Context: an optimization exercise on an open-source flow, tuned for small area and a short achievable clock period. The choices shown serve that exercise and are no tape-out recipe.
Only simulation tests tie the RTL to the original design; equivalence was not proved.
Power and IR drop assume default switching activity.

==> 01-08: inputs <==
==> flow/design.v (excerpt) <==
module datapath_top (
	input  logic            clk,
	input  logic            reset_n,
	input  mips_pkg::word_t instr,
	input  mips_pkg::word_t pc_plus4,
	input  mips_pkg::word_t load_data,
	output mips_pkg::word_t alu_result,
	output mips_pkg::word_t mem_addr,
	output mips_pkg::word_t mem_wdata,
	output logic            mem_read,
	output logic            mem_write,
	output logic            branch_taken,
	output mips_pkg::word_t branch_target
);
==> flow/config.mk <==
export PLATFORM = sky130hd
export DESIGN_NAME = datapath_top
export DESIGN_NICKNAME = datapath_top
export VERILOG_FILES = /design/flow/design.v
export SDC_FILE = /design/flow/constraint.sdc
export NUM_CORES = 4
export LEC_CHECK = 0
export CAP_MARGIN = 20
export CORE_MARGIN = 2
export CORE_UTILIZATION = 40
export SETUP_SLACK_MARGIN = 4.5
export SLEW_MARGIN = 20
export SYNTH_HIERARCHICAL = 1
==> flow/constraint.sdc <==
create_clock -name core_clock -period 7.5 [get_ports {clk}]
set_input_delay 1.5000 -clock core_clock [delete_from_list [all_inputs] [get_ports {clk}]]
set_output_delay 1.5000 -clock core_clock [all_outputs]
set_load 0.01 [all_outputs]
standard.sh (not shown) runs the stock make flow with config.mk's settings and CLKGATE_MAP_FILE= SYNTH_SCRIPT=/design/flow/synth_recipe.tcl, a recipe that flattens the netlist after the stock synthesis.
==> flow/flow/run.sh <==
#!/bin/bash
# The standard flow, with plain buffers (not delay cells) on the ports, the
# resizer free to swap cell footprints, and a clock tree of smaller buffers
# without dummy loads. synthesis runs unchanged first.
set -euo pipefail
bash standard.sh synth > flow_synth.log 2>&1
bash standard.sh MATCH_CELL_FOOTPRINT=0 \
  "BUFFER_PORTS_ARGS=-buffer_cell sky130_fd_sc_hd__buf_2" \
  "CTS_ARGS=-sink_clustering_enable -repair_clock_nets -dont_use_dummy_load -buf_list sky130_fd_sc_hd__clkbuf_8" \
  finish > flow_layout.log 2>&1
==> inputs of 10-03, as changes to 01-08 <==
--- a/flow/design.v
+++ b/flow/design.v
@@ -28,12 +28,19 @@
 	input  logic [7:0] d,
 	input  logic [7:0] s,
 	output logic       y
 );
 	assign y = |(d & s);
 endmodule
+module rf_read7 (
+	input  logic [6:0] d,
+	input  logic [6:0] s,
+	output logic       y
+);
+	assign y = |(d & s);
+endmodule
 module register_file (
 	input  logic                clk,
 	input  logic                reset_n,
 	input  logic [31:1]         rs_sel,
 	input  logic [31:1]         rt_sel,
 	output logic [31:0][3:0]    rs_part,
@@ -48,45 +55,57 @@
 		for (int i = 1; i < 32; i++) begin
 			if (!reset_n || (wb_addr == i[4:0])) begin
 				regs[i] <= wdata;
 			end
 		end
 	end
-	logic [32:1] rs_sel_x, rt_sel_x;
-	assign rs_sel_x = {1'b0, rs_sel};
-	assign rt_sel_x = {1'b0, rt_sel};
 	for (genvar b = 0; b < 32; b++) begin : g_bit
-		logic [32:1] col;
+		logic [31:1] col;
 		for (genvar i = 1; i < 32; i++) begin : g_col
 			assign col[i] = regs[i][b];
 		end
-		assign col[32] = 1'b0;
-		for (genvar q = 0; q < 4; q++) begin : g_part
+		for (genvar q = 0; q < 3; q++) begin : g_part
 			rf_read8 u_rs (
 				.d (col[8 * q + 8 : 8 * q + 1]),
-				.s (rs_sel_x[8 * q + 8 : 8 * q + 1]),
+				.s (rs_sel[8 * q + 8 : 8 * q + 1]),
 				.y (rs_part[b][q])
 			);
 			rf_read8 u_rt (
 				.d (col[8 * q + 8 : 8 * q + 1]),
-				.s (rt_sel_x[8 * q + 8 : 8 * q + 1]),
+				.s (rt_sel[8 * q + 8 : 8 * q + 1]),
 				.y (rt_part[b][q])
 			);
 		end
+		rf_read7 u_rs7 (
+			.d (col[31:25]),
+			.s (rs_sel[31:25]),
+			.y (rs_part[b][3])
+		);
+		rf_read7 u_rt7 (
+			.d (col[31:25]),
+			.s (rt_sel[31:25]),
+			.y (rt_part[b][3])
+		);
 	end
 endmodule
 `timescale 1ns/1ps
 module decode_stage (
 	input  logic                clk,
 	input  logic                reset_n,
 	input  mips_pkg::word_t     instr,
 	input  mips_pkg::word_t     pc_plus4,
+	output logic [31:1]         rs_sel,
+	output logic [31:1]         rt_sel,
+	input  logic [31:0][3:0]    rs_part,
+	input  logic [31:0][3:0]    rt_part,
+	input  mips_pkg::reg_addr_t ex_wb_addr,
+	input  mips_pkg::word_t     wb_data,
 	output mips_pkg::ctrl_t     id_ctrl,
-	output logic [31:1]         id_rs_sel,
-	output logic [31:1]         id_rt_sel,
-	output logic [1:0]          id_rs_byp,
+	output mips_pkg::word_t     id_rs_val,
+	output mips_pkg::word_t     id_rt_val,
+	output logic [1:0]          id_rs_byp,    
 	output logic [1:0]          id_rt_byp,
 	output mips_pkg::reg_addr_t id_wb_addr,
 	output logic [15:0]         id_imm,
 	output mips_pkg::word_t     id_pc
 );
 	logic [5:0] opcode;
@@ -94,14 +113,14 @@
 	logic fn_ok;
 	logic is_r, is_lw, is_sw, is_beq;
 	mips_pkg::ctrl_t ctrl;
 	mips_pkg::reg_addr_t wb_addr;
 	mips_pkg::reg_addr_t rs;
 	mips_pkg::reg_addr_t rt;
-	logic byp_rs, byp_rt;
-	logic [31:1] rs_sel, rt_sel;
+	logic byp1_rs, byp1_rt, byp2_rs, byp2_rt;
+	mips_pkg::word_t rs_val, rt_val;
 	assign opcode = instr[31:26];
 	assign funct = instr[5:0];
 	assign rs = instr[25:21];
 	assign rt = instr[20:16];
 	assign fn_ok = (funct == mips_pkg::fn_add) || (funct == mips_pkg::fn_sub) ||
 		(funct == mips_pkg::fn_and) || (funct == mips_pkg::fn_or) ||
@@ -119,36 +138,42 @@
 		ctrl.alu_slt = is_r & (funct == mips_pkg::fn_slt);
 		ctrl.mem_read = is_lw;
 		ctrl.mem_write = is_sw;
 		ctrl.branch = is_beq;
 	end
 	assign wb_addr = is_r ? instr[15:11] : (is_lw ? rt : 5'd0);
-	assign byp_rs = (id_wb_addr != 5'd0) && (id_wb_addr == rs);
-	assign byp_rt = (id_wb_addr != 5'd0) && (id_wb_addr == rt);
+	assign byp1_rs = (id_wb_addr != 5'd0) && (id_wb_addr == rs);
+	assign byp1_rt = (id_wb_addr != 5'd0) && (id_wb_addr == rt);
+	assign byp2_rs = !byp1_rs && (ex_wb_addr != 5'd0) && (ex_wb_addr == rs);
+	assign byp2_rt = !byp1_rt && (ex_wb_addr != 5'd0) && (ex_wb_addr == rt);
 	always_comb begin
 		for (int i = 1; i < 32; i++) begin
-			rs_sel[i] = !byp_rs && (rs == i[4:0]);
-			rt_sel[i] = !byp_rt && (rt == i[4:0]);
+			rs_sel[i] = !byp1_rs && !byp2_rs && (rs == i[4:0]);
+			rt_sel[i] = !byp1_rt && !byp2_rt && (rt == i[4:0]);
+		end
+		for (int b = 0; b < 32; b++) begin
+			rs_val[b] = (|rs_part[b]) | (byp2_rs & wb_data[b]);
+			rt_val[b] = (|rt_part[b]) | (byp2_rt & wb_data[b]);
 		end
 	end
 	always_ff @(posedge clk) begin
 		if (!reset_n) begin
 			id_ctrl <= '0;
-			id_rs_sel <= '0;
-			id_rt_sel <= '0;
+			id_rs_val <= '0;
+			id_rt_val <= '0;
 			id_rs_byp <= '0;
 			id_rt_byp <= '0;
 			id_wb_addr <= '0;
 			id_imm <= '0;
 			id_pc <= '0;
 		end else begin
 			id_ctrl <= ctrl;
-			id_rs_sel <= rs_sel;
-			id_rt_sel <= rt_sel;
-			id_rs_byp <= {byp_rs & id_ctrl.mem_read, byp_rs & !id_ctrl.mem_read};
-			id_rt_byp <= {byp_rt & id_ctrl.mem_read, byp_rt & !id_ctrl.mem_read};
+			id_rs_val <= rs_val;
+			id_rt_val <= rt_val;
+			id_rs_byp <= {byp1_rs & id_ctrl.mem_read, byp1_rs & !id_ctrl.mem_read};
+			id_rt_byp <= {byp1_rt & id_ctrl.mem_read, byp1_rt & !id_ctrl.mem_read};
 			id_wb_addr <= wb_addr;
 			id_imm <= instr[15:0];
 			id_pc <= pc_plus4;
 		end
 	end
 endmodule
@@ -189,80 +214,51 @@
 			mem_write_q <= mem_write_d;
 			wb_addr_q <= wb_addr_d;
 		end
 	end
 endmodule
 `timescale 1ns/1ps
-module gate_nor2 (
-	input  logic a,
-	input  logic b,
-	output logic y
-);
-	assign y = ~(a | b);
-endmodule
 module gate_nand2 (
 	input  logic a,
 	input  logic b,
 	output logic y
 );
 	assign y = ~(a & b);
 endmodule
-module gate_nand3 (
-	input  logic a,
-	input  logic b,
-	input  logic c,
-	output logic y
-);
-	assign y = ~(a & b & c);
-endmodule
 module gate_xnor2 (
 	input  logic a,
 	input  logic b,
 	output logic y
 );
 	assign y = ~(a ^ b);
 endmodule
-module gate_aoi22 (
-	input  logic a1,
-	input  logic a2,
-	input  logic b1,
-	input  logic b2,
-	output logic y
-);
-	assign y = ~((a1 & a2) | (b1 & b2));
-endmodule
 module alu_bit_in (
-	input  logic [3:0] rs_part,
-	input  logic [3:0] rt_part,
+	input  logic       rs_val,
+	input  logic       rt_val,
 	input  logic       ex_res,
 	input  logic       ld,
 	input  logic       a_byp_ex,
 	input  logic       a_byp_ld,
+	input  logic       a_byp_no,     
 	input  logic       rt_byp_ex,
 	input  logic       rt_byp_ld,
+	input  logic       b_byp_ex,     
+	input  logic       b_byp_ld,
 	input  logic       imm,
 	input  logic       alu_src,
 	input  logic       sub,
 	output logic       ax,
 	output logic       rt,
 	output logic       gn,
 	output logic       pn,
 	output logic       ps
 );
-	logic a, bb;
-	logic a01, a23, ab, r01, r23, rb;
-	gate_nor2 u_a01 (.a (rs_part[0]), .b (rs_part[1]), .y (a01));
-	gate_nor2 u_a23 (.a (rs_part[2]), .b (rs_part[3]), .y (a23));
-	gate_aoi22 u_ab (.a1 (a_byp_ex), .a2 (ex_res), .b1 (a_byp_ld), .b2 (ld), .y (ab));
-	gate_nand3 u_a (.a (a01), .b (a23), .c (ab), .y (a));
-	gate_nor2 u_r01 (.a (rt_part[0]), .b (rt_part[1]), .y (r01));
-	gate_nor2 u_r23 (.a (rt_part[2]), .b (rt_part[3]), .y (r23));
-	gate_aoi22 u_rb (.a1 (rt_byp_ex), .a2 (ex_res), .b1 (rt_byp_ld), .b2 (ld), .y (rb));
-	gate_nand3 u_r (.a (r01), .b (r23), .c (rb), .y (rt));
-	assign ax = a ^ sub;
-	assign bb = alu_src ? imm : rt;
+	logic bb;
+	assign ax = (a_byp_no & (rs_val ^ sub)) | (a_byp_ex & (ex_res ^ sub)) | (a_byp_ld & (ld ^ sub));
+	assign rt = rt_val | (rt_byp_ex & ex_res) | (rt_byp_ld & ld);
+	assign bb = (alu_src ? imm : rt_val) | (b_byp_ex & ex_res) | (b_byp_ld & ld);
 	gate_nand2 u_g (.a (ax), .b (bb), .y (gn));
 	gate_xnor2 u_p (.a (ax), .b (bb), .y (pn));
 	assign ps = ~pn ^ sub;
 endmodule
 module ks_aoi (
 	input  logic gi,
@@ -323,14 +319,14 @@
 	assign result = (sel_sum & ps) | (sel_and & ~gn) | (sel_or & ~(gn & pn)) |
 		(sel_slt & (pn31 ? ~ax31 : c31));
 endmodule
 module execute_stage (
 	input  logic                 reset_n,
 	input  mips_pkg::ctrl_t      ctrl,
-	input  logic [31:0][3:0]     rs_part,
-	input  logic [31:0][3:0]     rt_part,
+	input  mips_pkg::word_t      rs_val,
+	input  mips_pkg::word_t      rt_val_pre,
 	input  mips_pkg::word_t      ex_result,
 	input  mips_pkg::word_t      load_data,
 	input  logic [1:0]           rs_byp,     
 	input  logic [1:0]           rt_byp,
 	input  logic [15:0]          imm,
 	input  mips_pkg::word_t      pc,
@@ -343,23 +339,30 @@
 	mips_pkg::word_t ax;
 	mips_pkg::word_t gn;
 	mips_pkg::word_t pn;
 	mips_pkg::word_t ps;
 	logic [31:1] c;
 	logic sel_sum, sel_and, sel_or, sel_slt;
+	logic a_byp_no, b_byp_ex, b_byp_ld;
 	assign ext = {{16{imm[15]}}, imm};
+	assign a_byp_no = ~rs_byp[0] & ~rs_byp[1];
+	assign b_byp_ex = rt_byp[0] & ~ctrl.alu_src;
+	assign b_byp_ld = rt_byp[1] & ~ctrl.alu_src;
 	for (genvar i = 0; i < 32; i++) begin : g_in
 		alu_bit_in u_in (
-			.rs_part   (rs_part[i]),
-			.rt_part   (rt_part[i]),
+			.rs_val    (rs_val[i]),
+			.rt_val    (rt_val_pre[i]),
 			.ex_res    (ex_result[i]),
 			.ld        (load_data[i]),
 			.a_byp_ex  (rs_byp[0]),
 			.a_byp_ld  (rs_byp[1]),
+			.a_byp_no  (a_byp_no),
 			.rt_byp_ex (rt_byp[0]),
 			.rt_byp_ld (rt_byp[1]),
+			.b_byp_ex  (b_byp_ex),
+			.b_byp_ld  (b_byp_ld),
 			.imm       (ext[i]),
 			.alu_src   (ctrl.alu_src),
 			.sub       (ctrl.alu_sub),
 			.ax        (ax[i]),
 			.rt        (rt_val[i]),
 			.gn        (gn[i]),
@@ -430,13 +433,13 @@
 			.sel_sum (sel_sum),
 			.sel_and (sel_and),
 			.sel_or  (sel_or),
 			.result  (result[i])
 		);
 	end
-	assign branch_taken = reset_n & ctrl.branch & ~(|pn);
+	assign branch_taken = reset_n & ctrl.branch & lp[5][30] & ~pn[31];
 	assign branch_target = pc + {ext[29:0], 2'b00};
 endmodule
 `timescale 1ns/1ps
 module datapath_top (
 	input  logic            clk,
 	input  logic            reset_n,
@@ -449,14 +452,16 @@
 	output logic            mem_read,
 	output logic            mem_write,
 	output logic            branch_taken,
 	output mips_pkg::word_t branch_target
 );
 	mips_pkg::ctrl_t id_ctrl;
-	logic [31:1] id_rs_sel;
-	logic [31:1] id_rt_sel;
+	logic [31:1] rs_sel;
+	logic [31:1] rt_sel;
+	mips_pkg::word_t id_rs_val;
+	mips_pkg::word_t id_rt_val;
 	logic [1:0] id_rs_byp;
 	logic [1:0] id_rt_byp;
 	mips_pkg::reg_addr_t id_wb_addr;
 	logic [15:0] id_imm;
 	mips_pkg::word_t id_pc;
 	mips_pkg::word_t wb_data;
@@ -470,37 +475,43 @@
 	mips_pkg::reg_addr_t ex_wb_addr;
 	decode_stage u_decode_stage (
 		.clk        (clk),
 		.reset_n    (reset_n),
 		.instr      (instr),
 		.pc_plus4   (pc_plus4),
+		.rs_sel     (rs_sel),
+		.rt_sel     (rt_sel),
+		.rs_part    (rs_part),
+		.rt_part    (rt_part),
+		.ex_wb_addr (ex_wb_addr),
+		.wb_data    (wb_data),
 		.id_ctrl    (id_ctrl),
-		.id_rs_sel  (id_rs_sel),
-		.id_rt_sel  (id_rt_sel),
+		.id_rs_val  (id_rs_val),
+		.id_rt_val  (id_rt_val),
 		.id_rs_byp  (id_rs_byp),
 		.id_rt_byp  (id_rt_byp),
 		.id_wb_addr (id_wb_addr),
 		.id_imm     (id_imm),
 		.id_pc      (id_pc)
 	);
 	register_file u_register_file (
 		.clk     (clk),
 		.reset_n (reset_n),
-		.rs_sel    (id_rs_sel),
-		.rt_sel    (id_rt_sel),
+		.rs_sel    (rs_sel),
+		.rt_sel    (rt_sel),
 		.rs_part   (rs_part),
 		.rt_part   (rt_part),
 		.wb_addr (ex_wb_addr),
 		.wb_data (wb_data)
 	);
 	assign wb_data = mem_read ? load_data : ex_result;
 	execute_stage u_execute_stage (
 		.reset_n       (reset_n),
 		.ctrl          (id_ctrl),
-		.rs_part       (rs_part),
-		.rt_part       (rt_part),
+		.rs_val        (id_rs_val),
+		.rt_val_pre    (id_rt_val),
 		.ex_result     (ex_result),
 		.load_data     (load_data),
 		.rs_byp        (id_rs_byp),
 		.rt_byp        (id_rt_byp),
 		.rt_val        (op_rt),
 		.imm           (id_imm),
==> inputs of 07-01, as changes to 01-08 <==
==> flow/flow/run.sh (replaced) <==
#!/bin/bash
# The standard flow, with plain buffers (not delay cells) on the ports and
# the resizer free to swap cell footprints. synthesis runs unchanged first.
set -euo pipefail
bash standard.sh synth > flow_synth.log 2>&1
bash standard.sh MATCH_CELL_FOOTPRINT=0 "BUFFER_PORTS_ARGS=-buffer_cell sky130_fd_sc_hd__buf_2" finish > flow_layout.log 2>&1
==> notes.md <==
07-01 ran to the end with no violations. 01-08 finished with timing, DRC and antenna clean. 10-03 finished clean.
Synthesized cell count is the same in 01-08 and 07-01.
The lowest core utilization belongs to 01-08, the highest to 10-03.
Global-route usage, lowest first: 01-08, 07-01, 10-03.
Flip-flop and latch count: 10-03 is higher than 07-01 (2).
Register-to-register slack: 01-08 is better than 10-03 (260 ps).
Synthesized area: 10-03 is larger than 07-01 (1.8%).
In 10-03 the sequential power is smaller than in 01-08, by 6.7%.
Maximum frequency, highest first: 01-08, 07-01, 10-03.
Of 10-03 and 07-01, 10-03 has the higher critical path depth (gap 3).
In 07-01 the worst hold slack is higher than in 10-03, by 4.2 ps.
Sequential share of layout area: 10-03 < 07-01 < 01-08.
==> figures <==
Met1 demand-to-capacity share in global routing: 10-03 38.9%; 07-01 37.8%; 01-08 36.9%
Cell at the root of the clock tree: 10-03 clkbuf_8; 07-01 clkbuf_16; 01-08 clkbuf_8
Leakage power figure: 10-03 24.3 nW; 07-01 23.1 nW; 01-08 22.6 nW
Worst relative slew slack: 10-03 24.5%; 07-01 34.8%; 01-08 32.2%
Worst-case hold slack: 10-03 440 ps; 07-01 444 ps; 01-08 444 ps
Number of inserted filler cells in the final layout: 10-03 11.4k; 07-01 11.5k; 01-08 11.6k
Cell count after synthesis: 10-03 4170; 07-01 4016; 01-08 4016
Number of sinks on the clock net: 10-03 1225; 07-01 1223; 01-08 1223
Outcome: 10-03 timing/DRC/antenna clean; 07-01 timing/DRC/antenna clean; 01-08 timing/DRC/antenna clean
Sequential cells: 10-03 1225; 07-01 1223; 01-08 1223
Diode count: 10-03 12; 07-01 6; 01-08 5
Area of combinational cells with multiple inputs: 10-03 0.0235 mm²; 07-01 0.0222 mm²; 01-08 0.0222 mm²
Cell Rows: 10-03 136; 07-01 134; 01-08 134
Register-to-Register Setup Slack: 10-03 3900 ps; 07-01 4090 ps; 01-08 4160 ps
Via count: 10-03 45.6k; 07-01 42.2k; 01-08 42.3k
Number of stages on the worst setup path: 10-03 15; 07-01 12; 01-08 15
Setup crit start kind: 10-03 input pin; 07-01 flip-flop; 01-08 flip-flop
Hold Crit Start: 10-03 u_decode_stage.id_pc[0]$_SDFF_PN0_; 07-01 u_decode_stage.id_pc[1]$_SDFF_PN0_; 01-08 u_decode_stage.id_pc[1]$_SDFF_PN0_
Power dissipated in the clock network: 10-03 4.78 mW; 07-01 6.25 mW; 01-08 4.64 mW
Fraction of standard cell area in multi-input logic: 10-03 33.6%; 07-01 33.3%; 01-08 33.9%
Mean instance size in the synthesized netlist: 10-03 13.2 µm²; 07-01 13.5 µm²; 01-08 13.5 µm²
Overall die area: 10-03 0.141 mm²; 07-01 0.138 mm²; 01-08 0.138 mm²
Power consumed by combinational cells: 10-03 2.08 mW; 07-01 2.79 mW; 01-08 2.94 mW

==> afterwards: timing with drivers on the ports <==
No port has a modelled driver above. Below, the same layouts with a new extraction and two added sets of constraints. Step 1: set_driving_cell puts a clkbuf_16 on clk and a buf_2 on each other input, an assumption about the parent block. Step 2, shift: input delay + t, output delay - t, t = (earliest + latest rising clock arrival at the registers) / 2. This alone moves slack from input paths to output paths. a / b / c = no drivers / after step 1 / after step 2; a / b = the first two.
run | shift t [ns] | setup WS [ns] | pins driven straight from the clock port
01-08 | 0.968 | 4.159 / 4.159 / 3.585 | 1
10-03 | 0.971 | 3.842 / 3.827 / 2.856 | 1
07-01 | 0.848 | 4.090 / 4.090 / 3.546 | 1
After both steps setup and hold are still met in every run listed. The setup slack of 10-03, which loses most, moves by -0.015 ns with the drivers and by -0.986 ns with both steps.
